What follows belongs to an exercise in optimizing a design on an open flow for a short achievable clock period and few clock cycles; a production flow would make more cautious choices.
RTL that was checked went through simulation tests only; none was proved equivalent to the original.
The RTL of run 1 was laid out without a check of its function.
Power figures rest on the tool's default switching activity, not on a simulated workload.

**design/flow/run.sh**
```bash
#!/bin/bash
# synth_recipe.tcl (not shown) runs the flow's synth.tcl, then flattens the netlist and writes it again
# the make line also repeats each setting of config.mk as NAME=value (left out here)
make -C /OpenROAD-flow-scripts/flow DESIGN_CONFIG=/design/flow/config.mk WORK_HOME=/design/flow/orfs CLKGATE_MAP_FILE= SYNTH_SCRIPT=/design/flow/synth_recipe.tcl finish
```
**design/flow/config.mk**
```make
export PLATFORM = sky130hd
export DESIGN_NAME = pipeLineCPU
export DESIGN_NICKNAME = pipeLineCPU
export VERILOG_FILES = /design/flow/design.v
export SDC_FILE = /design/flow/constraint.sdc
export NUM_CORES = 4
export LEC_CHECK = 0
export ABC_CLOCK_PERIOD_IN_PS = 3500
export CAP_MARGIN = 20
export CORE_MARGIN = 2
export CORE_UTILIZATION = 40
export SETUP_SLACK_MARGIN = 3.5
export SLEW_MARGIN = 20
```
**design/flow/constraint.sdc**
```tcl
create_clock -name core_clock -period 7.0 [get_ports {clk}]
set_input_delay 1.4000 -clock core_clock [delete_from_list [all_inputs] [get_ports {clk}]]
set_output_delay 1.4000 -clock core_clock [all_outputs]
set_load 0.01 [all_outputs]
```
**design/flow/design.v**
```verilog
package mipsPkg;
    typedef logic [31:0] wordT;
    typedef logic [4:0]  regAddrT;
    localparam logic [5:0] opRType = 6'h00;
    localparam logic [5:0] opJ     = 6'h02;
    localparam logic [5:0] opJal   = 6'h03;
    localparam logic [5:0] opBeq   = 6'h04;
    localparam logic [5:0] opBne   = 6'h05;
    localparam logic [5:0] opAddiu = 6'h09;
    localparam logic [5:0] opOri   = 6'h0d;
    localparam logic [5:0] opLui   = 6'h0f;
    localparam logic [5:0] opLw    = 6'h23;
    localparam logic [5:0] opSw    = 6'h2b;
    localparam logic [5:0] fnSll   = 6'h00;
    localparam logic [5:0] fnAddu  = 6'h21;
    localparam logic [5:0] fnSubu  = 6'h23;
    localparam logic [5:0] fnAnd   = 6'h24;
    localparam logic [5:0] fnOr    = 6'h25;
    localparam logic [5:0] fnSlt   = 6'h2a;
endpackage
`timescale 1ns/1ps
module pipeLineCPU #(
    parameter logic [31:0] resetPc = 32'h0000_0000
) (
    input  logic        clk,
    input  logic        reset,
    input  logic [31:0] inst_in,
    input  logic [31:0] Data_in,
    output logic        mem_w,
    output logic [31:0] Addr_out,
    output logic [31:0] PC_out,
    output logic [31:0] Data_out
);
    logic [31:0] pcF;
    logic        validD;
    logic [31:0] instrD;
    logic [31:0] pc4D;
    logic        predD;
    logic        wrE;         
    logic        loadE;
    logic        storeE;
    logic        brE;
    logic        mpEqE;       
    logic [31:0] altPcE;      
    logic [4:0]  destE;
    logic        selAmE, selAwE, selBmE, selBwE, selSmE, selSwE;
    logic [31:0] aValE, bValE, sValE;
    logic        subE;
    logic        oAddE, oSubE, oAndE, oOrE, oSltE, oSllE;
    logic [4:0]  shamtE;
    logic        wrM;
    logic        loadM;
    logic        storeM;
    logic [4:0]  destM;
    logic [31:0] resM;
    logic [31:0] sDataM;
    logic        wrW;
    logic [4:0]  destW;
    logic [31:0] dataW;
    logic [31:0] regFile [1:31];
    logic stallD;
    logic mispE;
    logic [31:0] pc4F;
    logic [5:0]  opF;
    logic        jmpF;
    logic        brF;
    logic        predF;
    logic [31:0] brTgtF;
    logic [31:0] jTgtF;
    assign PC_out = pcF;
    assign pc4F   = pcF + 32'd4;
    assign opF    = inst_in[31:26];
    assign jmpF   = opF == mipsPkg::opJ || opF == mipsPkg::opJal;
    assign brF    = opF == mipsPkg::opBeq || opF == mipsPkg::opBne;
    assign predF  = brF && (opF[0] ^ (inst_in[25:21] == inst_in[20:16]));
    assign brTgtF = pc4F + {{14{inst_in[15]}}, inst_in[15:0], 2'b00};
    assign jTgtF  = {pc4F[31:28], inst_in[25:0], 2'b00};
    always_ff @(posedge clk) begin
        if (reset) begin
            pcF <= resetPc;
        end else if (mispE) begin
            pcF <= altPcE;
        end else if (!stallD) begin
            if (jmpF) begin
                pcF <= jTgtF;
            end else if (predF) begin
                pcF <= brTgtF;
            end else begin
                pcF <= pc4F;
            end
        end
    end
    always_ff @(posedge clk) begin
        if (reset || mispE) begin
            validD <= 1'b0;
        end else if (!stallD) begin
            validD <= 1'b1;
        end
    end
    always_ff @(posedge clk) begin
        if (!stallD) begin
            instrD <= inst_in;
            pc4D   <= pc4F;
            predD  <= predF;
        end
    end
    logic [5:0]  opD;
    logic [5:0]  fnD;
    logic [4:0]  rsD, rtD, rdD;
    logic [15:0] immD;
    logic        wrD, loadD, storeD, brD;
    logic [4:0]  destD;
    logic        useRsD;      
    logic        useRtD;      
    logic        stallRtD;    
    logic        oAddD, oSubD, oAndD, oOrD, oSltD, oSllD;
    logic [31:0] immValD;
    logic [31:0] rsVal, rtVal;
    logic [31:0] brTgtD;
    assign opD  = instrD[31:26];
    assign rsD  = instrD[25:21];
    assign rtD  = instrD[20:16];
    assign rdD  = instrD[15:11];
    assign fnD  = instrD[5:0];
    assign immD = instrD[15:0];
    always_comb begin
        logic wr;
        wr       = 1'b0;
        loadD    = 1'b0;
        storeD   = 1'b0;
        brD      = 1'b0;
        destD    = rtD;
        useRsD   = 1'b0;
        useRtD   = 1'b0;
        stallRtD = 1'b0;
        oAddD    = 1'b0;
        oSubD    = 1'b0;
        oAndD    = 1'b0;
        oOrD     = 1'b0;
        oSltD    = 1'b0;
        oSllD    = 1'b0;
        immValD  = {{16{immD[15]}}, immD};
        case (opD)
            mipsPkg::opRType: begin
                destD    = rdD;
                useRtD   = 1'b1;
                useRsD   = 1'b1;
                stallRtD = 1'b1;
                wr       = 1'b1;
                case (fnD)
                    mipsPkg::fnAddu: oAddD = 1'b1;
                    mipsPkg::fnSubu: oSubD = 1'b1;
                    mipsPkg::fnAnd:  oAndD = 1'b1;
                    mipsPkg::fnOr:   oOrD  = 1'b1;
                    mipsPkg::fnSlt:  oSltD = 1'b1;
                    mipsPkg::fnSll: begin
                        oSllD  = 1'b1;
                        useRsD = 1'b0;
                    end
                    default: begin
                        wr       = 1'b0;
                        useRsD   = 1'b0;
                        stallRtD = 1'b0;
                    end
                endcase
            end
            mipsPkg::opAddiu: begin
                wr     = 1'b1;
                useRsD = 1'b1;
                oAddD  = 1'b1;
            end
            mipsPkg::opOri: begin
                wr      = 1'b1;
                useRsD  = 1'b1;
                oOrD    = 1'b1;
                immValD = {16'h0000, immD};
            end
            mipsPkg::opLui: begin
                wr      = 1'b1;
                oOrD    = 1'b1;
                immValD = {immD, 16'h0000};
            end
            mipsPkg::opLw: begin
                wr     = 1'b1;
                loadD  = 1'b1;
                useRsD = 1'b1;
                oAddD  = 1'b1;
            end
            mipsPkg::opSw: begin
                storeD   = 1'b1;
                useRsD   = 1'b1;
                stallRtD = 1'b1;
                oAddD    = 1'b1;
            end
            mipsPkg::opBeq, mipsPkg::opBne: begin
                brD      = 1'b1;
                useRsD   = 1'b1;
                useRtD   = 1'b1;
                stallRtD = 1'b1;
            end
            mipsPkg::opJal: begin
                wr      = 1'b1;
                destD   = 5'd31;
                oOrD    = 1'b1;
                immValD = pc4D;
            end
            default: ;
        endcase
        wrD = wr && destD != 5'd0;
    end
    always_ff @(posedge clk) begin
        if (wrW) begin
            regFile[destW] <= dataW;
        end
    end
    always_comb begin
        if (rsD == 5'd0) begin
            rsVal = '0;
        end else if (wrW && destW == rsD) begin
            rsVal = dataW;
        end else begin
            rsVal = regFile[rsD];
        end
    end
    always_comb begin
        if (rtD == 5'd0) begin
            rtVal = '0;
        end else if (wrW && destW == rtD) begin
            rtVal = dataW;
        end else begin
            rtVal = regFile[rtD];
        end
    end
    assign stallD = validD && loadE &&
                    ((useRsD && destE == rsD) || (stallRtD && destE == rtD));
    assign brTgtD = pc4D + {{14{immD[15]}}, immD, 2'b00};
    logic fwdRsM, fwdRsW, fwdRtM, fwdRtW;
    assign fwdRsM = wrE && destE == rsD;
    assign fwdRsW = wrM && destM == rsD;
    assign fwdRtM = wrE && destE == rtD;
    assign fwdRtW = wrM && destM == rtD;
    always_ff @(posedge clk) begin
        if (reset || mispE || stallD || !validD) begin
            wrE    <= 1'b0;
            loadE  <= 1'b0;
            storeE <= 1'b0;
            brE    <= 1'b0;
        end else begin
            wrE    <= wrD;
            loadE  <= loadD;
            storeE <= storeD;
            brE    <= brD;
        end
    end
    always_ff @(posedge clk) begin
        destE  <= destD;
        mpEqE  <= opD[0] ~^ predD;   
        altPcE <= predD ? pc4D : brTgtD;
        selAmE <= useRsD && fwdRsM;
        selAwE <= useRsD && !fwdRsM && fwdRsW;
        selBmE <= useRtD && fwdRtM;
        selBwE <= useRtD && !fwdRtM && fwdRtW;
        selSmE <= fwdRtM;
        selSwE <= !fwdRtM && fwdRtW;
        aValE  <= useRsD ? rsVal : 32'd0;
        bValE  <= useRtD ? rtVal : immValD;
        sValE  <= rtVal;
        oAddE  <= oAddD;
        oSubE  <= oSubD;
        subE   <= oSubD || oSltD;
        oAndE  <= oAndD;
        oOrE   <= oOrD;
        oSltE  <= oSltD;
        oSllE  <= oSllD;
        shamtE <= instrD[10:6];
    end
    logic [31:0] opA, opB, sData;
    logic [31:0] sum, diff, slt, sll, res;
    logic        eq;
    assign opA   = selAmE ? resM : (selAwE ? dataW : aValE);
    assign opB   = selBmE ? resM : (selBwE ? dataW : bValE);
    assign sData = selSmE ? resM : (selSwE ? dataW : sValE);
    logic [31:0] opBx;
    assign opBx = opB ^ {32{subE}};
    assign sum  = opA + opBx + {31'd0, subE};
    assign diff = sum;
    assign slt  = {31'd0, (opA[31] ^ opB[31]) ? opA[31] : sum[31]};
    assign sll  = opB << shamtE;
    assign res  = ({32{oAddE}} & sum) | ({32{oSubE}} & diff) |
                  ({32{oAndE}} & (opA & opB)) | ({32{oOrE}} & (opA | opB)) |
                  ({32{oSltE}} & slt) | ({32{oSllE}} & sll);
    assign eq    = opA == opB;
    assign mispE = brE && (eq == mpEqE);
    always_ff @(posedge clk) begin
        if (reset) begin
            wrM    <= 1'b0;
            loadM  <= 1'b0;
            storeM <= 1'b0;
        end else begin
            wrM    <= wrE;
            loadM  <= loadE;
            storeM <= storeE;
        end
    end
    always_ff @(posedge clk) begin
        destM  <= destE;
        resM   <= res;
        sDataM <= sData;
    end
    assign Addr_out = resM;
    assign Data_out = sDataM;
    assign mem_w    = storeM;
    always_ff @(posedge clk) begin
        if (reset) begin
            wrW <= 1'b0;
        end else begin
            wrW <= wrM;
        end
    end
    always_ff @(posedge clk) begin
        destW <= destM;
        dataW <= loadM ? Data_in : resM;
    end
endmodule
```
==> results.yml, run 1 <==
global_route:
  grt_pass1_wl_mm: 323
  grt-ovfl-total: 0
  antenna_found_initial: 8
  grt_max_degree: 100
  grt_usage: 0.255
  first_global_vias: 46000
sta:
  fin_setup_tns_ns: 0
  fmax_mhz: 258
  slew_viol_final: 0
  hold_viol: 0
  worst_slew_pin_slew_ns: 1.28
  layout_worst_path_cycle_share: 0.553
  clock_skew_ns: 0.0345
  rsz0062_at_grt: "true"
  fin_crit_ns: 3.87
  relSlewSlack: 0.149
  setup_viol: 0
yosys:
  synth_compound_area_frac: 0.0863
  synthAdderAreaFrac: 0.0297
  synth_top_family_by_area: "multiplexers"
  syn_nets: 5130
  avgSynthCellArea_sq_um: 14.1
  synthMuxAreaShare: 0.226
  ys_warn_count: 1
  netlist_instances: 4902
  synth_edf_count: 1057
  async_flop_share: 0
  ys_types: 79
  synth_xor_area_frac: 0.0245
  yosys.area_share.simple: 0.0563
  synthFlopType: "edfxtp_1"
  ys_seq_area_frac: 0.549
  netlist_area_sq_um: 68900
  ys_seq_elements: 1361
cts:
  clk_latency_ns: 0.79
  cts_inserted_buffers: 147
  cts_hold_buffers: 0
  cts.sinks: 1361
  cts_tree: "built"
  path_clk_slew_ns: 0.06
  htree_levels: 4
  clockBufferDepth: 3
  root_buffer: "clkbuf_16"
place:
  postPlaceCellArea_sq_um: 73600
  globalplace.congestion: 0.968
  io_buffers: 162
  dp_hpwl_mm: 141
route:
  num_vias: 46700
  totalWireLength_mm: 228
  first_iter_violations: 5831
  first_pass_iters: 9
  post_drt_wl_per_cell_microns: 30.1
  drc: 0
  drtAntennaViolNets: 0
  viasPerCell: 6.15
outcome:
  status: "no timing/DRC/antenna violations"
floorplanning:
  start_util: 0.402
  die-area_sq_um: 176000
  dieWidth_microns: 419
  core_sq_um: 171000
  std_cell_rows: 152
  io_pins: 163
  die_y_microns: 419
worst_setup_path:
  crit_required_ns: 7.62
  critPathKind: "reg -> reg"
  critPathCaptureType: "flip-flop"
  worstRegToRegCells: 19
  cp.arrival_ns: 4.49
  rrSetupSlack_ns: 3.13
  r2r_start: "selBwE$_DFF_P_"
  critPathLaunchType: "flip-flop"
  r2r-end: "resM[28]$_DFF_P_"
  critical_path.max_fanout: 6
power:
  cellLeakagePower_nw: 28.7
  switching_share: 0.247
  seq_power_share: 0.476
  comb_power_share: 0.110
  max-vdd-ir-drop_mv: 0.237
  p_per_area_nw_per_um2: 230
  intPower_w: 0.0142
  power.switching_w: 0.00465
  pwr-share-clk: 0.414
min_path:
  hold_end: "altPcE[1]$_DFF_P_"
  hold_path_class: "reg -> reg"
  hp-start: "pc4D[1]$_DFFE_PN_"
  hold_depth: 0
layout:
  design_area_sq_um: 81800
  post-route-util: 0.477
  nets: 5389
  syn_to_final_growth_pct: 18.7
  drive_gt1_frac: 0.272
flow_run:
  cap_violations: 0
cells by family after synthesis:
group,after synthesis
DFF,1361
AOI/OAI and AO/OA,921
muxes,919
and+or+nand+nor,863
buffers and inverters,491
xor gates and xnor gates,185
adders and majority gates,162
final cells by class:
type | instances | area, sq um
fillers | 14700 | 89600
flip-flops and latches | 1361 | 37900
multi-input cells | 3050 | 31100
repair buffers | 457 | 4530
clock buffers | 190 | 4060
well taps | 2310 | 2890
clock inverters | 76 | 722
inverters | 144 | 547
diodes | 2 | 5.00
worst max-delay path, cell delays in order, from the launching register on:
cell and delay, ns:
dfxtp_4 0.45, buf_12 0.16, mux2i_1 0.18, nor2_1 0.06
a21oi_2 0.22, xnor2_1 0.18, inv_1 0.09, fa_2 0.38
nor2b_4 0.17, o31ai_4 0.08, o2bb2ai_2 0.14, or4_4 0.44
nand3_4 0.09, o211a_4 0.19, nand2b_4 0.15, o31ai_4 0.07
buf_6 0.16, o31ai_4 0.25, xnor2_1 0.17, o21ai_1 0.07
synthesized netlist by cell type (40+ instances only):
library cell	instances	area [sq um]
edfxtp_1	1057	31700
mux4_2	490	11000
nor2_1	360	1350
mux2i_1	328	3280
dfxtp_1	304	6090
a21oi_1	296	1480
clkbuf_1	237	890
nand2_1	219	822
o21ai_0	180	901
ha_1	159	1990
inv_1	142	533
xnor2_1	119	1040
a211oi_1	89	668
mux2_2	86	968
buf_1	74	278
nor3_1	70	350
xor2_1	61	534
a221oi_1	55	482
nand3_1	43	215
a21o_1	41	308
o21a_1	40	300
o221ai_1	40	350
power by group through the flow:
stage	combinational (W)	clock (W)	sequential, W
3_5_place_dp	0.00187	0	0.00913
3_3_place_gp	0.00187	0	0.00914
4_1_cts	0.00199	0.00786	0.00896
5_1_grt	0.00219	0.00817	0.00897
2_1_floorplan	0.00119	0	0.00908
6_report	0.00207	0.00779	0.00896
through the flow:
stage	hold slack [ns]	cells	total power, W	setup slack (ns)
after detailed placement	0.376	7149	0.0110	2.01
final	0.390	7590	0.0188	3.13
after global placement	0.364	7148	0.0110	2.03
after global routing	0.394	7589	0.0193	3.08
after CTS	0.396	7518	0.0188	3.22
after floorplan	0.348	4902	0.0103	3.06
how the worst max path moves through the flow:
stage,startpoint,to,slack [ns],depth (start not counted)
2_1_floorplan,inst_in[0],pcF[30]$_SDFFE_PP0P_,3.06,13
3_3_place_gp,inst_in[0],pcF[30]$_SDFFE_PP0P_,2.03,14
3_5_place_dp,inst_in[0],pcF[30]$_SDFFE_PP0P_,2.01,14
4_1_cts,selBwE$_DFF_P_,resM[28]$_DFF_P_,3.22,19
5_1_grt,selBwE$_DFF_P_,resM[28]$_DFF_P_,3.08,19
6_report,selBwE$_DFF_P_,resM[28]$_DFF_P_,3.13,19
registers in the layout, summed over array words and instances, names as in the netlist, 5 cells and up, named ones only:
| name | cells |
|---|---|
| sDataM | 32 |
| bValE | 32 |
| resM | 32 |
| aValE | 32 |
| regFile | 992 |
| destE | 5 |
| altPcE | 32 |
| sValE | 32 |
| destM | 5 |
| pc4D | 32 |
| instrD | 32 |
| pcF | 32 |
| shamtE | 5 |
| destW | 5 |
| dataW | 32 |
layer usage:
layer	part of all wire	global-route usage	vias to the layer above	routed length [microns]
met1	0.41	0.357	24200	94600
li1	-	-	19800	-
met3	0.086	0.0475	401	19600
met5	0.00011	0	-	24
met2	0.46	0.393	2305	105000
met4	0.040	0.0975	4	9210
what timing repair did:
item,4_1_cts,5_1_grt
buffers inserted,98,60
pin swaps,64,94
endpoints found under the setup margin,172,101
gates resized for setup,280,151
cloned,5,4
cell usage in the layout, fill, tap and decap left out, drive strengths merged, types with 10 or more instances in the layout:
cell type      count
mux2              91
nor2b             27
a221oi            55
nand4             26
xor2              61
a211oi            91
a22oi             27
clkbuf           193
inv              149
nand3             43
mux2i            338
a21o              41
a31oi             17
clkinv            53
o211ai            23
dfxtp            304
nand2            220
o221ai            40
o21bai            15
nand2b            25
bufinv            10
a21oi            296
o21ai            187
edfxtp          1057
buf              290
clkdlybuf4s50    153
nor3              71
nand3b            10
and3              18
xnor2            119
o21a              40
nor4              19
mux4             490
a222oi            19
ha               159
nor2             360
==> run 2, diff against run 1 <==
--- a/design/flow/design.v
+++ b/design/flow/design.v
@@ -46,5 +46,4 @@
     logic        selAmE, selAwE, selBmE, selBwE, selSmE, selSwE;
     logic [31:0] aValE, bValE, sValE;
-    logic        subE;
     logic        oAddE, oSubE, oAndE, oOrE, oSltE, oSllE;
     logic [4:0]  shamtE;
@@ -268,5 +267,4 @@
         oAddE  <= oAddD;
         oSubE  <= oSubD;
-        subE   <= oSubD || oSltD;
         oAndE  <= oAndD;
         oOrE   <= oOrD;
@@ -281,9 +279,7 @@
     assign opB   = selBmE ? resM : (selBwE ? dataW : bValE);
     assign sData = selSmE ? resM : (selSwE ? dataW : sValE);
-    logic [31:0] opBx;
-    assign opBx = opB ^ {32{subE}};
-    assign sum  = opA + opBx + {31'd0, subE};
-    assign diff = sum;
-    assign slt  = {31'd0, (opA[31] ^ opB[31]) ? opA[31] : sum[31]};
+    assign sum  = opA + opB;
+    assign diff = opA - opB;
+    assign slt  = {31'd0, (opA[31] ^ opB[31]) ? opA[31] : diff[31]};
     assign sll  = opB << shamtE;
     assign res  = ({32{oAddE}} & sum) | ({32{oSubE}} & diff) |
==> run 2 against run 1 <==
  * Flip-flop and latch count is 1 lower
  * Clock-buffer cell count is 8 lower
  * Non-clock buffer count is 41 lower
  * First-iteration DRC count is 1.7% lower
  * Power is 1.9% higher
  * Final cell count is 0.17% higher
==> results.yml, run 2 <==
outcome:
  status: "no timing/DRC/antenna violations"
power:
  power.switching_w: 0.00487
  p_per_area_nw_per_um2: 234
  comb_power_share: 0.118
  max-vdd-ir-drop_mv: 0.245
  seq_power_share: 0.477
  switching_share: 0.254
  intPower_w: 0.0143
  cellLeakagePower_nw: 28.4
  pwr-share-clk: 0.405
worst_setup_path:
  crit_path_top_delay_cell: "or4_4"
  crit_required_ns: 7.69
  cpLargestDelayFamily: "compound AO/OA/AOI/OAI gates"
  crit_path_frequent_cell: "o22ai_4"
  r2r_start: "selBwE$_DFF_P_"
  max_stage_delay_ns: 0.52
  crit_start: "selBwE$_DFF_P_"
  critical_path.max_fanout: 6
  critPathCaptureType: "flip-flop"
  critPathLaunchType: "flip-flop"
  worstPathCellList: "mux2_4 > mux2i_4 > ha_4 > or4_4 > or3_4 > o22ai_4 > o31ai_4 > o22ai_4 > a211oi_2 > o21bai_2 > a21oi_2 > o31ai_2 > fa_2 > a222oi_1 > o221ai_1 > a21o_1"
  critPathBufInv: 0
  cp.arrival_ns: 5.29
  critPathKind: "reg -> reg"
route:
  first_pass_iters: 8
  post_drt_wl_per_cell_microns: 30.3
  drc: 0
  first_iter_violations: 5733
  num_vias: 47100
  totalWireLength_mm: 230
  viasPerCell: 6.20
  drtAntennaViolNets: 0
place:
  globalplace.congestion: 0.945
  io_buffers: 162
  dp_hpwl_mm: 145
sta:
  clock_skew_ns: 0.0448
  layout_worst_path_cycle_share: 0.657
  rsz0062_at_grt: "true"
  relSlewSlack: 0.191
  hold_viol: 0
  fin_crit_ns: 4.60
  setup_viol: 0
  worst_slew_pin_slew_ns: 1.21
  slew_viol_final: 0
  fin_setup_tns_ns: 0
  fmax_mhz: 217
  timing.hold.ws_ns: 0.382
yosys:
  syn_nets: 5173
  synth_edf_count: 1057
  ys_seq_elements: 1360
  netlist_area_sq_um: 69800
  synthFlopType: "edfxtp_1"
  synth_most_common_cell: "edfxtp_1"
  ys_top_cells_by_count: "edfxtp_1, mux4_2, nor2_1"
  async_flop_share: 0
  netlist_instances: 4931
  yosys.area.top_type_share: 0.455
  synth_top_area_cell: "edfxtp_1"
  synth.area.top_cells: "edfxtp_1, mux4_2, dfxtp_1"
  avgSynthCellArea_sq_um: 14.2
  ys_types: 97
  ys_seq_area_frac: 0.542
  ys_warn_count: 1
layout:
  final_cell_mix: "edfxtp_1, mux4_2, nor2_1, dfxtp_1, nand2_1"
  regMostFlops: "regFile"
  largest_reg_flops: 992
  drive_gt1_frac: 0.265
  nets: 5405
  syn_to_final_growth_pct: 17.4
  layout_commonest_cell: "edfxtp_1"
cts:
  root_buffer: "clkbuf_16"
  path_clk_slew_ns: 0.06
  htree_levels: 4
  clockBufferDepth: 3
  clk_latency_ns: 0.81
  cts_tree: "built"
  cts.sinks: 1360
  cts_hold_buffers: 0
  cts_inserted_buffers: 149
flow_run:
  cap_violations: 0
global_route:
  grt_util_met2: 0.394
  grt_max_degree: 129
  antenna_found_initial: 4
  grt_busiest_layer: "met2"
  met3_usage: 0.0421
  grt_pass1_wl_mm: 327
  grt_usage: 0.252
  grtUsageMet1: 0.359
  grt-ovfl-total: 0
  first_global_vias: 46000
floorplanning:
  die-area_sq_um: 178000
  std_cell_rows: 153
  die_y_microns: 422
  start_util: 0.402
  core_sq_um: 174000
  io_pins: 163
  dieWidth_microns: 422
min_path:
  hold_path_class: "reg -> reg"
  hp-start: "destM[2]$_DFF_P_"
==> run 2: cell count changes after synthesis, sizes merged, moves of 24 or more <==
cell	previous run	this run
nand2	220	267
mux2i	338	279
a211oi	91	135
o221ai	40	11
xnor2	119	74
mux4	490	578
a21oi	296	243
nor2	360	421
mux2	91	65
nor3	71	47
==> run 2: timing repair <==
item                                    4_1_cts  5_1_grt
gates cloned                                  2        7
resized for setup                           193      125
setup buffers                                75       37
endpoints found under the setup margin      201      149
pin swaps                                    32       52
==> run 2: power groups by stage <==
stage                     Clock [W]  Combinational, W  Sequential (W)
after floorplan                   0           0.00128         0.00927
after global placement            0           0.00207         0.00933
after detailed placement          0           0.00208         0.00933
after CTS                   0.00786           0.00221         0.00914
after global routing        0.00819           0.00240         0.00916
final                       0.00776           0.00227         0.00915
==> run 2: layout make-up <==
| type | count | area, sq um |
|---|---|---|
| Fill cell | 15000 | 91700 |
| Timing Repair Buffer | 416 | 4080 |
| Sequential cell | 1360 | 37900 |
| Clock buffer | 182 | 3960 |
| Clock inverter | 82 | 828 |
| Antenna cell | 2 | 5.00 |
| Tap cell | 2325 | 2910 |
| Multi-Input combinational cell | 3074 | 31700 |
| Inverter | 162 | 611 |
==> run 2: kinds of logic after synthesis <==
| kind of cell | share of synthesized area |
|---|---|
| muxes | 0.237 |
| AOI/OAI and AO/OA | 0.0855 |
| buffers and inverters | 0.0281 |
| xor gates and xnor gates | 0.0154 |
| and+or+nand+nor | 0.0601 |
| DFF | 0.542 |
| adders and majority gates | 0.0321 |
==> run 2: worst paths after layout <==
kind	endpoint	slack, ns	cells past startpoint
max	resM[31]$_DFF_P_	2.40	16
min reg2reg	destW[2]$_DFF_P_	0.38	0
max reg2reg	resM[31]$_DFF_P_	2.40	16
min	destW[2]$_DFF_P_	0.38	0
==> run 2: per-layer routing <==
layer / part of all wire / vias up
met4: 0.034 / 2
li1: - / 20000
met3: 0.082 / 377
met1: 0.42 / 24500
met5: 0.000035 / -
met2: 0.47 / 2308
==> run 2: through the flow <==
step / std cells / worst slack [ns] / utilization / power, W / instance area, sq um
after floorplan: 4931 / 2.43 / - / 0.0105 / 70000
after global placement: 7213 / 1.92 / 0.429 / 0.0114 / 74500
after detailed placement: 7215 / 1.83 / 0.429 / 0.0114 / 74600
after CTS: 7556 / 2.32 / 0.466 / 0.0192 / 80900
after global routing: 7602 / 2.27 / 0.472 / 0.0198 / 81900
final: 7603 / 2.40 / 0.472 / 0.0192 / 81900
Testbench counts of run 2, summed over its fixed seeds: cycles 82,989.
==> run 3, diff against run 2 <==
--- a/design/flow/design.v
+++ b/design/flow/design.v
@@ -41,10 +41,11 @@
     logic        storeE;
     logic        brE;
+    logic        squashE;     
     logic        mpEqE;       
     logic [31:0] altPcE;      
     logic [4:0]  destE;
-    logic        selAmE, selAwE, selBmE, selBwE, selSmE, selSwE;
-    logic [31:0] aValE, bValE, sValE;
-    logic        oAddE, oSubE, oAndE, oOrE, oSltE, oSllE;
+        logic [31:0] aValE, bValE, sValE;
+    logic        subE;
+    logic        oAndE, oOrE, oSltE, oSllE;
     logic [4:0]  shamtE;
     logic        wrM;
@@ -60,4 +61,8 @@
     logic stallD;
     logic mispE;
+    logic [31:0] res;         
+    logic [31:0] sum;         
+    logic [31:0] resEarly;    
+    logic        oASE;
     logic [31:0] pc4F;
     logic [5:0]  opF;
@@ -73,5 +78,7 @@
     assign brF    = opF == mipsPkg::opBeq || opF == mipsPkg::opBne;
     assign predF  = brF && (opF[0] ^ (inst_in[25:21] == inst_in[20:16]));
-    assign brTgtF = pc4F + {{14{inst_in[15]}}, inst_in[15:0], 2'b00};
+    logic [30:0] brSumF;
+    assign brSumF = {pcF[31:2], 1'b1} + {{14{inst_in[15]}}, inst_in[15:0], 1'b1};
+    assign brTgtF = {brSumF[30:1], 2'b00};
     assign jTgtF  = {pc4F[31:28], inst_in[25:0], 2'b00};
     always_ff @(posedge clk) begin
@@ -235,4 +242,17 @@
     assign brTgtD = pc4D + {{14{immD[15]}}, immD, 2'b00};
     logic fwdRsM, fwdRsW, fwdRtM, fwdRtW;
+    logic [31:0] valM;
+    assign valM  = loadM ? Data_in : resM;
+    logic        selAR, selBR, selSR;
+    logic [31:0] aOther, bOther, sOther, aNext, bNext, sNext;
+    assign selAR  = useRsD && fwdRsM;
+    assign selBR  = useRtD && fwdRtM;
+    assign selSR  = fwdRtM;
+    assign aOther = !useRsD ? 32'd0 : (fwdRsW ? valM : rsVal);
+    assign bOther = !useRtD ? immValD : (fwdRtW ? valM : rtVal);
+    assign sOther = fwdRtW ? valM : rtVal;
+    assign aNext  = ({32{selAR && oASE}} & sum) | ({32{selAR}} & resEarly) | ({32{!selAR}} & aOther);
+    assign bNext  = ({32{selBR && oASE}} & sum) | ({32{selBR}} & resEarly) | ({32{!selBR}} & bOther);
+    assign sNext  = ({32{selSR && oASE}} & sum) | ({32{selSR}} & resEarly) | ({32{!selSR}} & sOther);
     assign fwdRsM = wrE && destE == rsD;
     assign fwdRsW = wrM && destM == rsD;
@@ -240,5 +260,5 @@
     assign fwdRtW = wrM && destM == rtD;
     always_ff @(posedge clk) begin
-        if (reset || mispE || stallD || !validD) begin
+        if (reset || stallD || !validD) begin
             wrE    <= 1'b0;
             loadE  <= 1'b0;
@@ -256,15 +276,9 @@
         mpEqE  <= opD[0] ~^ predD;   
         altPcE <= predD ? pc4D : brTgtD;
-        selAmE <= useRsD && fwdRsM;
-        selAwE <= useRsD && !fwdRsM && fwdRsW;
-        selBmE <= useRtD && fwdRtM;
-        selBwE <= useRtD && !fwdRtM && fwdRtW;
-        selSmE <= fwdRtM;
-        selSwE <= !fwdRtM && fwdRtW;
-        aValE  <= useRsD ? rsVal : 32'd0;
-        bValE  <= useRtD ? rtVal : immValD;
-        sValE  <= rtVal;
-        oAddE  <= oAddD;
-        oSubE  <= oSubD;
+        aValE  <= aNext;
+        bValE  <= bNext;
+        sValE  <= sNext;
+        oASE   <= oAddD || oSubD;
+        subE   <= oSubD || oSltD;
         oAndE  <= oAndD;
         oOrE   <= oOrD;
@@ -274,18 +288,27 @@
     end
     logic [31:0] opA, opB, sData;
-    logic [31:0] sum, diff, slt, sll, res;
+    logic [31:0] sll;
+    logic        sltBit;
     logic        eq;
-    assign opA   = selAmE ? resM : (selAwE ? dataW : aValE);
-    assign opB   = selBmE ? resM : (selBwE ? dataW : bValE);
-    assign sData = selSmE ? resM : (selSwE ? dataW : sValE);
-    assign sum  = opA + opB;
-    assign diff = opA - opB;
-    assign slt  = {31'd0, (opA[31] ^ opB[31]) ? opA[31] : diff[31]};
+    assign opA   = aValE;
+    assign opB   = bValE;
+    assign sData = sValE;
+    logic [31:0] opBx;
+    assign opBx = opB ^ {32{subE}};
+    assign sum  = opA + opBx + {31'd0, subE};
+    assign sltBit = (opA[31] ^ opB[31]) ? opA[31] : sum[31];
     assign sll  = opB << shamtE;
-    assign res  = ({32{oAddE}} & sum) | ({32{oSubE}} & diff) |
-                  ({32{oAndE}} & (opA & opB)) | ({32{oOrE}} & (opA | opB)) |
-                  ({32{oSltE}} & slt) | ({32{oSllE}} & sll);
+    assign resEarly = ({32{oAndE}} & (opA & opB)) | ({32{oOrE}} & (opA | opB)) |
+                      ({32{oSllE}} & sll) | {31'd0, oSltE && sltBit};
+    assign res  = ({32{oASE}} & sum) | resEarly;
     assign eq    = opA == opB;
-    assign mispE = brE && (eq == mpEqE);
+    always_ff @(posedge clk) begin
+        if (reset) begin
+            squashE <= 1'b0;
+        end else begin
+            squashE <= mispE;
+        end
+    end
+    assign mispE = brE && !squashE && (eq == mpEqE);
     always_ff @(posedge clk) begin
         if (reset) begin
@@ -294,7 +317,7 @@
             storeM <= 1'b0;
         end else begin
-            wrM    <= wrE;
-            loadM  <= loadE;
-            storeM <= storeE;
+            wrM    <= wrE && !squashE;
+            loadM  <= loadE && !squashE;
+            storeM <= storeE && !squashE;
         end
     end
@@ -316,5 +339,5 @@
     always_ff @(posedge clk) begin
         destW <= destM;
-        dataW <= loadM ? Data_in : resM;
+        dataW <= valM;
     end
 endmodule
==> run 3 against run 2 <==
  * Still clean on timing, DRC and antenna
  * Sequential share of layout area grew 1.4 points
  * Clock-buffer cell count grew 15
  * First-iteration DRC count shrank 1.6%
  * Clock power grew 3.6%
  * Sequential power shrank 0.9%
  * Combinational power shrank 15%
  * Clock skew shrank 0.0094 ns
  * Global-route usage grew 1.3 points
  * Synthesized area shrank 1.8%
  * Setup slack gained 1.0 ns
  * Largest cell class unchanged
  * Critical endpoint is now regFile[21][25]$_DFFE_PP_
==> results.yml, run 3 <==
cts:
  cts_inserted_buffers: 146
  cts_hold_buffers: 0
  htree_levels: 4
  cts_tree: "built"
  path_clk_slew_ns: 0.07
  cts.sinks: 1360
  clk_latency_ns: 0.80
  clockBufferDepth: 3
  root_buffer: "clkbuf_16"
layout:
  regMostFlops: "regFile"
  num-fill-cells: 14600
  nets: 5114
  largest_reg_flops: 992
  layout_commonest_cell: "edfxtp_1"
  syn_to_final_growth_pct: 16.1
  drive_gt1_frac: 0.249
  final_cells: 7235
  final_cell_mix: "edfxtp_1, mux4_2, nand2_1, dfxtp_1, nor2_1"
power:
  max-vdd-ir-drop_mv: 0.196
  p_per_area_nw_per_um2: 239
  cellLeakagePower_nw: 27.4
place:
  io_buffers: 162
  place_ws_ns: 1.93
  post-place-cells: 6872
  dp_hpwl_mm: 143
  globalplace.congestion: 0.989
route:
  num_vias: 46100
  post_drt_wl_per_cell_microns: 32.8
  drc: 0
  first_iter_violations: 5644
  totalWireLength_mm: 237
  drtAntennaViolNets: 0
  viasPerCell: 6.38
  first_pass_iters: 7
yosys:
  ys_seq_area_frac: 0.552
  ys_seq_elements: 1360
  synth_most_common_cell: "edfxtp_1"
  synth_top_area_cell: "edfxtp_1"
  syn_nets: 4955
  synth_edf_count: 1057
  async_flop_share: 0
  ys_warn_count: 1
  ys_top_cells_by_count: "edfxtp_1, mux4_2, dfxtp_1"
  synthFlopType: "edfxtp_1"
  yosys.area.top_type_share: 0.463
  synth.area.top_cells: "edfxtp_1, mux4_2, dfxtp_1"
  netlist_area_sq_um: 68500
  avgSynthCellArea_sq_um: 14.5
  netlist_instances: 4733
  ys_types: 98
global_route:
  met3_usage: 0.0553
  grt_usage: 0.265
  grt_busiest_layer: "met2"
  grtUsageMet1: 0.336
  antenna_found_initial: 7
  grt_max_degree: 143
  grt_util_met2: 0.430
  first_global_vias: 45100
  grt_pass1_wl_mm: 332
  grt-ovfl-total: 0
flow_run:
  cap_violations: 0
min_path:
  hold_path_class: "reg -> reg"
sta:
  layout_worst_path_cycle_share: 0.514
  slew_viol_final: 0
  fin_ws_ns: 3.40
  rsz0062_at_grt: "true"
  clock_skew_ns: 0.0354
  fin_crit_ns: 3.60
  worst_slew_pin_slew_ns: 1.19
  fmax_mhz: 278
  fin_setup_tns_ns: 0
  setup_viol: 0
  relSlewSlack: 0.205
  hold_viol: 0
worst_setup_path:
  critPathLaunchType: "flip-flop"
  critPathCaptureType: "flip-flop"
  critPathKind: "reg -> reg"
  crit_required_ns: 7.41
  cp.arrival_ns: 4.01
  critical_path.max_fanout: 17
floorplanning:
  start_util: 0.403
  std_cell_rows: 151
  core_sq_um: 170000
  io_pins: 163
  dieWidth_microns: 418
  die-area_sq_um: 175000
  die_y_microns: 418
outcome:
  status: "no timing/DRC/antenna violations"
[run 3: changes by cell type in the layout (fill, tap and decap cells not counted), sizes merged, moves of 39 or more]
cell | previous run | this run
mux2i | 279 | 184
buf | 248 | 179
xor2 | 49 | 88
mux2 | 65 | 25
a211oi | 135 | 86
nor2 | 421 | 283
[run 3: final cells by class]
class                      count  area [sq um]  area share
timing repair buffer         346          3620      0.0455
clock inverter                73           793     0.00997
sequential                  1360         37900       0.476
clock buffer                 197          4200      0.0528
tap                         2218          2780      0.0349
inverter                     141           553     0.00695
multi-input combinational   2896         29700       0.374
timing repair inverter         1          5.00   0.0000629
antenna                        3          7.51   0.0000944
[run 3: metrics by stage]
stage	utilization	total power, W	area, sq um	hold WS (ns)
after floorplan	-	0.0103	68600	0.310
after detailed placement	0.428	0.0110	72600	0.313
after global placement	0.427	0.0110	72600	0.311
after CTS	0.462	0.0190	78500	0.310
final	0.468	0.0190	79600	0.311
after global routing	0.468	0.0195	79600	0.318
[run 3: report_power, final]
group	switching (W)	leakage, nW	internal [W]
clock network	0.00335	2.43	0.00469
logic	0.00104	12.7	0.000872
registers	0.000262	12.2	0.00881
total	0.00465	27.4	0.0144
[run 3: worst max-delay path, stage by stage, from the launching register on]
cell      delay [ns]
dfxtp_1         0.70
nand3b_1        0.80
nor2_4          1.08
buf_4           0.59
[run 3: final timing paths]
| check | from | endpoint | slack [ns] | cells past startpoint |
|---|---|---|---|---|
| min reg2reg | sValE[30]$_DFF_P_ | sDataM[30]$_DFF_P_ | 0.31 | 0 |
| max | wrW$_SDFF_PP0_ | regFile[21][25]$_DFFE_PP_ | 3.40 | 3 |
| min | sValE[30]$_DFF_P_ | sDataM[30]$_DFF_P_ | 0.31 | 0 |
| max reg2reg | wrW$_SDFF_PP0_ | regFile[21][25]$_DFFE_PP_ | 3.40 | 3 |
[run 3: repair_timing]
action,CTS,global route
resized for setup,98,114
setup endpoints to repair,170,73
setup buffers,35,46
gates cloned,3,5
pin swaps,19,42
[run 3: cell families after synthesis]
family / count (synthesis) / share of synthesized area
flip-flops: 1360 / 0.552
AO/OA/AOI/OAI: 930 / 0.0900
AND/OR/NAND/NOR: 864 / 0.0577
multiplexers: 787 / 0.221
buffers and inverters: 478 / 0.0305
XOR/XNOR: 158 / 0.0203
adder cells (fa/ha/maj): 156 / 0.0288
[run 3: per-layer routing]
layer / up-vias / part of all wire
li1: 19200 / -
met1: 23900 / 0.37
met2: 2528 / 0.47
met3: 569 / 0.091
met4: 4 / 0.061
met5: - / 0.00012
Testbench counts of run 3, summed over its fixed seeds: cycles 82,989.
==> run 4, diff against run 3 <==
--- a/design/flow/config.mk
+++ b/design/flow/config.mk
@@ -6,8 +6,7 @@
 export NUM_CORES = 4
 export LEC_CHECK = 0
-export ABC_CLOCK_PERIOD_IN_PS = 3500
 export CAP_MARGIN = 20
 export CORE_MARGIN = 2
 export CORE_UTILIZATION = 40
-export SETUP_SLACK_MARGIN = 3.5
+export SETUP_SLACK_MARGIN = 5
 export SLEW_MARGIN = 20
==> run 4 against run 3 <==
  * Combinational power rose by 33%
  * Cell area up 12%
  * Wire length rose by 8.4%
  * Clock skew up 0.0093 ns
  * Setup slack gained 0.10 ns
  * Flip-flop and latch count unchanged
  * Final cell count grew 6.9%
  * Non-clock buffer count increased by 486
  * Maximum frequency rose by 2.9%
  * Clock-buffer cell count shrank 5
  * Critical path type unchanged
  * Largest cell class unchanged
  * Largest power group unchanged
==> results.yml, run 4 <==
yosys:
  async_flop_share: 0
  synth_compound_area_frac: 0.0900
  synth.area.top_cells: "edfxtp_1, mux4_2, dfxtp_1"
  ys_types: 98
  yosys.area.top_type_share: 0.463
  ys_warn_count: 1
  synthFlopType: "edfxtp_1"
  synth_top_family_by_area: "multiplexers"
  ys_seq_area_frac: 0.552
  netlist_instances: 4733
  ys_top_cells_by_count: "edfxtp_1, mux4_2, dfxtp_1"
  synth_most_common_cell: "edfxtp_1"
  ys_seq_elements: 1360
  synth_edf_count: 1057
  avgSynthCellArea_sq_um: 14.5
  synth_top_area_cell: "edfxtp_1"
  synthAdderAreaFrac: 0.0288
  yosys.area_share.simple: 0.0577
  synth_xor_area_frac: 0.0203
  synthMuxAreaShare: 0.221
  syn_nets: 4955
  netlist_area_sq_um: 68500
power:
  intPower_w: 0.0148
  finalPower_w: 0.0197
  max-vdd-ir-drop_mv: 0.226
  switching_share: 0.252
  cellLeakagePower_nw: 31.6
  seq_power_share: 0.458
  power.switching_w: 0.00498
  comb_power_share: 0.129
  p_per_area_nw_per_um2: 221
  pwr-share-clk: 0.413
floorplanning:
  std_cell_rows: 151
  dieWidth_microns: 418
  core_sq_um: 170000
  start_util: 0.403
  die_y_microns: 418
  die-area_sq_um: 175000
  io_pins: 163
sta:
  layout_worst_path_cycle_share: 0.499
  rsz0062_at_grt: "true"
  slew_viol_final: 0
  fin_crit_ns: 3.50
  fin_setup_tns_ns: 0
  hold_viol: 0
  worst_slew_pin_slew_ns: 1.12
  setup_viol: 0
  clock_skew_ns: 0.0447
  relSlewSlack: 0.252
  fmax_mhz: 286
  timing.hold.ws_ns: 0.304
worst_setup_path:
  critPathLaunchType: "flip-flop"
  critPathCaptureType: "flip-flop"
  r2r_start: "subE$_DFF_P_"
  critical_path.max_fanout: 8
  cp.arrival_ns: 4.15
  crit_required_ns: 7.65
  crit_start: "subE$_DFF_P_"
  critPathKind: "reg -> reg"
global_route:
  grt_max_degree: 75
  grt_busiest_layer: "met2"
  grt_util_met2: 0.436
  first_global_vias: 47700
  antenna_found_initial: 8
  grt-ovfl-total: 0
  met3_usage: 0.0566
  grtUsageMet1: 0.391
  grt_pass1_wl_mm: 356
  grt_usage: 0.287
layout:
  drive_gt1_frac: 0.434
  post-route-util: 0.527
  final_cell_mix: "edfxtp_1, mux4_2, buf_4, nand2_1, nor2_1"
  syn_to_final_growth_pct: 30.6
  nets: 5608
  layout_commonest_cell: "edfxtp_1"
  largest_reg_flops: 992
  regMostFlops: "regFile"
  num-fill-cells: 13700
  regArea_sq_um: 38300
  multi_input_area_sq_um: 32700
flow_run:
  cap_violations: 0
cts:
  root_buffer: "clkbuf_16"
  path_clk_slew_ns: 0.07
  htree_levels: 4
  clockBufferDepth: 3
  cts.sinks: 1360
  cts_inserted_buffers: 149
  cts_tree: "built"
  cts_hold_buffers: 0
  clk_latency_ns: 0.82
place:
  io_buffers: 162
  dp_hpwl_mm: 145
  globalplace.congestion: 0.957
min_path:
  hold_path_class: "reg -> reg"
  hp-start: "sValE[31]$_DFF_P_"
route:
  totalWireLength_mm: 257
  drtAntennaViolNets: 0
  first_pass_iters: 6
  num_vias: 49800
  first_iter_violations: 7212
  post_drt_wl_per_cell_microns: 33.3
  viasPerCell: 6.44
  drc: 0
outcome:
  status: "no timing/DRC/antenna violations"
## run 4: cell counts after synthesis
No cell type changed its count.
## run 4: worst paths after layout
path	slack, ns	endpoint	cells past startpoint
setup / recovery	3.50	sValE[0]$_DFF_P_	14
hold / removal	0.30	sDataM[31]$_DFF_P_	0
setup reg to reg	3.50	sValE[0]$_DFF_P_	14
hold reg to reg	0.30	sDataM[31]$_DFF_P_	0
## run 4: cell type report
class | instances | area share
flip-flops and latches | 1360 | 0.428
multi-input cells | 2898 | 0.365
repair buffers | 832 | 0.112
clock buffers | 192 | 0.0457
well taps | 2218 | 0.0310
clock inverters | 81 | 0.0107
inverters | 141 | 0.00694
repair inverters | 4 | 0.000587
diodes | 5 | 0.000140
## run 4: cell families (layout without fill, tap and decap cells)
logic type / after synthesis / count (layout)
AOI/OAI and AO/OA: 930 / 930
xor gates and xnor gates: 158 / 158
adders and majority gates: 156 / 156
buffers and inverters: 478 / 1250
DFF: 1360 / 1360
muxes: 787 / 787
other: 0 / 5
and+or+nand+nor: 864 / 867
## run 4: what timing repair did
item                       in CTS  in global routing
gates resized for setup      1527                253
setup endpoints to repair    1342                769
pin swaps                     248                133
gates cloned                   67                  8
buffers inserted              377                124
hold endpoints to repair        0                  0
## run 4: power groups by stage
| stage | registers (W) | logic (W) | clock network (W) |
|---|---|---|---|
| 2_1_floorplan | 0.00910 | 0.00128 | 0 |
| 3_3_place_gp | 0.00924 | 0.00179 | 0 |
| 6_report | 0.00904 | 0.00255 | 0.00815 |
| 4_1_cts | 0.00904 | 0.00237 | 0.00821 |
| 5_1_grt | 0.00905 | 0.00266 | 0.00854 |
| 3_5_place_dp | 0.00924 | 0.00180 | 0 |
## run 4: critical path: stages, from the launching register on
cell and delay (ns):
dfxtp_4 0.40, buf_6 0.12, buf_16 0.14, buf_4 0.14, xor2_1 0.25, ha_2 0.39
a21o_1 0.23, a2111oi_2 0.32, nor4_1 0.10, a211oi_2 0.29, nand3_1 0.16, o21a_4 0.29
buf_6 0.12, a31oi_4 0.26, a21boi_1 0.12
## run 4: routing by layer
metal / vias up / wire length, microns
li1: 20300 / -
met1: 25800 / 98700
met2: 3094 / 116000
met3: 622 / 26700
met4: 4 / 15600
met5: - / 33
## run 4: through the flow
step | std cells | worst slack (ns) | instance area (sq um)
final | 7731 | 3.50 | 89500
after global placement | 6876 | 1.90 | 73300
after floorplan | 4733 | 3.20 | 70200
after global routing | 7731 | 3.44 | 89500
after detailed placement | 6876 | 1.92 | 73300
after CTS | 7593 | 3.56 | 87100
==> run 5, diff against run 4 <==
--- a/design/flow/design.v
+++ b/design/flow/design.v
@@ -47,4 +47,5 @@
         logic [31:0] aValE, bValE, sValE;
     logic        subE;
+    logic [31:0] bNE;         
     logic        oAndE, oOrE, oSltE, oSllE;
     logic [4:0]  shamtE;
@@ -82,17 +83,21 @@
     assign brTgtF = {brSumF[30:1], 2'b00};
     assign jTgtF  = {pc4F[31:28], inst_in[25:0], 2'b00};
+    logic [31:0] pcSeqF;
+    always_comb begin
+        if (stallD) begin
+            pcSeqF = pcF;
+        end else if (jmpF) begin
+            pcSeqF = jTgtF;
+        end else if (predF) begin
+            pcSeqF = brTgtF;
+        end else begin
+            pcSeqF = pc4F;
+        end
+    end
     always_ff @(posedge clk) begin
         if (reset) begin
             pcF <= resetPc;
-        end else if (mispE) begin
-            pcF <= altPcE;
-        end else if (!stallD) begin
-            if (jmpF) begin
-                pcF <= jTgtF;
-            end else if (predF) begin
-                pcF <= brTgtF;
-            end else begin
-                pcF <= pc4F;
-            end
+        end else begin
+            pcF <= mispE ? altPcE : pcSeqF;
         end
     end
@@ -215,7 +220,15 @@
         wrD = wr && destD != 5'd0;
     end
+    logic [31:1] weW;
     always_ff @(posedge clk) begin
-        if (wrW) begin
-            regFile[destW] <= dataW;
+        for (int i = 1; i < 32; i++) begin
+            weW[i] <= wrM && destM == i[4:0];
+        end
+    end
+    always_ff @(posedge clk) begin
+        for (int i = 1; i < 32; i++) begin
+            if (weW[i]) begin
+                regFile[i] <= dataW;
+            end
         end
     end
@@ -281,4 +294,5 @@
         oASE   <= oAddD || oSubD;
         subE   <= oSubD || oSltD;
+        bNE    <= ~bNext;
         oAndE  <= oAndD;
         oOrE   <= oOrD;
@@ -294,7 +308,26 @@
     assign opB   = bValE;
     assign sData = sValE;
-    logic [31:0] opBx;
-    assign opBx = opB ^ {32{subE}};
-    assign sum  = opA + opBx + {31'd0, subE};
+    logic [31:0] pX, gX;
+    logic [31:0] gL [0:5];
+    logic [31:0] pL [0:5];
+    assign pX = opA ^ opB ^ {32{subE}};
+    assign gX = opA & ~(bNE ^ {32{subE}});
+    always_comb begin
+        gL[0] = gX;
+        pL[0] = pX;
+        gL[0][0] = gX[0] | (pX[0] & subE);
+        for (int l = 0; l < 5; l++) begin
+            for (int i = 0; i < 32; i++) begin
+                if (i >= (1 << l)) begin
+                    gL[l+1][i] = gL[l][i] | (pL[l][i] & gL[l][i - (1 << l)]);
+                    pL[l+1][i] = pL[l][i] & pL[l][i - (1 << l)];
+                end else begin
+                    gL[l+1][i] = gL[l][i];
+                    pL[l+1][i] = pL[l][i];
+                end
+            end
+        end
+    end
+    assign sum = pX ^ {gL[5][30:0], subE};
     assign sltBit = (opA[31] ^ opB[31]) ? opA[31] : sum[31];
     assign sll  = opB << shamtE;
==> run 5 against run 4 <==
  * Clock skew grew 0.026 ns
  * Global-route usage rose by 12 points
  * Critical path type unchanged
  * Critical path depth unchanged
  * Flip-flop and latch count increased by 52
  * Synthesized area shrank 3.4%
==> results.yml, run 5 <==
outcome:
  status: "no timing/DRC/antenna violations"
global_route:
  antenna_found_initial: 29
  grt_usage: 0.404
  grt_max_degree: 57
  grt_pass1_wl_mm: 476
  first_global_vias: 59000
  grt-ovfl-total: 0
cts:
  cts_tree: "built"
  clockBufferDepth: 3
  path_clk_slew_ns: 0.08
  cts.sinks: 1412
  root_buffer: "clkbuf_16"
  cts_inserted_buffers: 151
  htree_levels: 4
  clk_latency_ns: 0.84
worst_setup_path:
  crit_required_ns: 7.74
  critPathLaunchType: "flip-flop"
  critPathCaptureType: "flip-flop"
  crit_start: "instrD[17]$_DFFE_PN_"
  critical_path.max_fanout: 10
  worstRegToRegCells: 14
  cp.arrival_ns: 4.52
  r2r_start: "instrD[17]$_DFFE_PN_"
  critPathKind: "reg -> reg"
layout:
  syn_to_final_growth_pct: 38.1
  final_cells: 8993
  post-route-util: 0.555
  nets: 6853
  final_cell_mix: "edfxtp_1, a22oi_1, buf_4, nand2_1, buf_6"
  regMostFlops: "regFile"
  largest_reg_flops: 992
  drive_gt1_frac: 0.354
  layout_commonest_cell: "edfxtp_1"
sta:
  clock_skew_ns: 0.0707
  fin_crit_ns: 3.78
  setup_viol: 0
  worst_slew_pin_slew_ns: 1.32
  rsz0062_at_grt: "true"
  relSlewSlack: 0.110
  slew_viol_final: 0
  layout_worst_path_cycle_share: 0.540
  timing.hold.ws_ns: 0.305
  fmax_mhz: 264
  fin_ws_ns: 3.22
  hold_viol: 0
  fin_setup_tns_ns: 0
place:
  dp_hpwl_mm: 200
  globalplace.congestion: 0.977
  post-place-cells: 7879
  place_ws_ns: 2.14
  io_buffers: 162
yosys:
  synthFlopType: "edfxtp_1"
  ys_seq_elements: 1412
  synth_edf_count: 1057
  async_flop_share: 0
  synth.area.top_cells: "edfxtp_1, dfxtp_1, a22oi_1"
  netlist_area_sq_um: 66200
  yosys.area.top_type_share: 0.479
  synth_most_common_cell: "edfxtp_1"
  avgSynthCellArea_sq_um: 11.5
  ys_types: 98
  ys_seq_area_frac: 0.587
  ys_top_cells_by_count: "edfxtp_1, a22oi_1, nand2_1"
  netlist_instances: 5746
  syn_nets: 5938
  ys_warn_count: 36
  synth_top_area_cell: "edfxtp_1"
min_path:
  hp-start: "sValE[11]$_DFF_P_"
  hold_path_class: "reg -> reg"
  hold_depth: 0
route:
  num_vias: 65100
  first_pass_iters: 13
  post_drt_wl_per_cell_microns: 40.2
  viasPerCell: 7.24
  first_iter_violations: 15000
  totalWireLength_mm: 361
  drtAntennaViolNets: 0
  drc: 0
floorplanning:
  std_cell_rows: 149
  die-area_sq_um: 169000
  start_util: 0.402
  io_pins: 163
  dieWidth_microns: 411
  core_sq_um: 165000
  die_y_microns: 411
power:
  cellLeakagePower_nw: 33.9
  max-vdd-ir-drop_mv: 0.206
  p_per_area_nw_per_um2: 222
flow_run:
  cap_violations: 0
[run 5: cell count changes in the layout (fill, tap and decap cells not counted), moves of 63 or more]
cell / change
a22oi_1: +755
mux4_2: -558
buf_4: +197
nand2_1: +186
nand4_1: +96
nand3_1: +74
mux2i_1: -63
[run 5: repair_timing]
action | CTS | global route
endpoints found under the hold margin | 0 | 0
pin swaps | 376 | 299
gates resized for setup | 1733 | 433
endpoints found under the setup margin | 407 | 396
hold buffers | 0 | 0
gates cloned | 42 | 9
setup buffers | 579 | 188
[run 5: logic make-up (layout without fill, tap and decap cells)]
logic type / after synthesis / count (layout) / share of synthesized area
buffers and inverters: 563 / 1595 / 0.0341
and+or+nand+nor: 1448 / 1453 / 0.105
other: 0 / 20 / 0
DFF: 1412 / 1412 / 0.587
muxes: 153 / 153 / 0.0275
adders and majority gates: 126 / 126 / 0.0240
xor gates and xnor gates: 173 / 173 / 0.0229
AOI/OAI and AO/OA: 1871 / 1872 / 0.200
[run 5: cell type report]
cell class	instances	area (sq um)
sequential	1412	39200
tap	2189	2740
antenna	20	50.0
fill	13200	73200
timing repair buffer	1150	12900
clock inverter	75	806
inverter	166	688
multi-input combinational	3777	30800
timing repair inverter	3	40.0
clock buffer	201	4240
[run 5: worst max-delay path, stage by stage, from the launching register on]
cell,delay (ns)
edfxtp_1,0.38
buf_6,0.16
buf_12,0.15
or3b_4,0.30
nor2_4,0.09
buf_12,0.14
buf_12,0.15
buf_4,0.17
a222oi_1,0.38
nand3_1,0.23
o32ai_4,0.83
o21ai_1,0.16
a22o_1,0.28
nand3_2,0.09
and3_1,0.16
[run 5: power by group]
group	switching (W)	internal (W)
logic	0.00153	0.00107
registers	0.000216	0.00912
clock network	0.00354	0.00479
[run 5: final timing paths]
check | to | slack [ns]
setup reg to reg | bNE[30]$_DFF_P_ | 3.22
hold / removal | sDataM[11]$_DFF_P_ | 0.31
hold reg to reg | sDataM[11]$_DFF_P_ | 0.31
setup / recovery | bNE[30]$_DFF_P_ | 3.22
[run 5: per-stage QoR]
stage / power [W] / cell area [sq um]
2_1_floorplan: 0.0104 / 67700
3_3_place_gp: 0.0112 / 71600
3_5_place_dp: 0.0113 / 71600
4_1_cts: 0.0199 / 87600
5_1_grt: 0.0206 / 91400
6_report: 0.0203 / 91400
[run 5: routing by layer]
metal / GRT usage / wire length (microns) / up-vias
met2: 0.546 / 139000 / 7276
li1: - / - / 24400
met5: 0.00989 / 825 / -
met3: 0.186 / 65400 / 2061
met1: 0.525 / 125000 / 31300
met4: 0.240 / 30700 / 35
Testbench counts of run 5, summed over its fixed seeds: cycles 82,989.

separate check: timing with driven ports:
In the flow no input, the clock included, has a driving cell. The finished layouts below were timed again as built, in two steps.
Step 1: set_driving_cell puts a clkbuf_16 on clk and a buf_2 on each other input, an assumption about the parent block.
Step 2 moves the port delays by t, midway between the first and last clock arrival at a register: inputs arrive t later, outputs are due t later. That takes back most of the time a late clock gives input paths.
a / b / c = ideal ports / drivers / drivers and shift; a / b = the first two.
run | t, ns | setup slack, ns | hold WS [ns] | clock arrival spread, ns | slew at the worst register clock pin (ns)
run 1 | 0.853 | 3.131 / 3.131 / 2.485 | 0.390 / 0.390 / 0.390 | 0.046 / 0.047 | 0.07 / 0.07
run 2 | 0.868 | 2.402 / 2.402 / 2.131 | 0.382 / 0.382 / 0.382 | 0.068 / 0.068 | 0.07 / 0.07
run 3 | 0.867 | 3.402 / 3.402 / 2.711 | 0.311 / 0.311 / 0.311 | 0.035 / 0.035 | 0.07 / 0.07
run 4 | 0.879 | 3.504 / 3.504 / 2.865 | 0.304 / 0.304 / 0.304 | 0.045 / 0.045 | 0.07 / 0.07
run 5 | 0.893 | 3.217 / 3.217 / 2.914 | 0.305 / 0.305 / 0.305 | 0.076 / 0.075 | 0.08 / 0.08
After both steps every run listed still meets setup and hold. For run 3, which loses most, drivers alone change the setup slack by 0.000 ns; drivers and shift together by -0.691 ns.
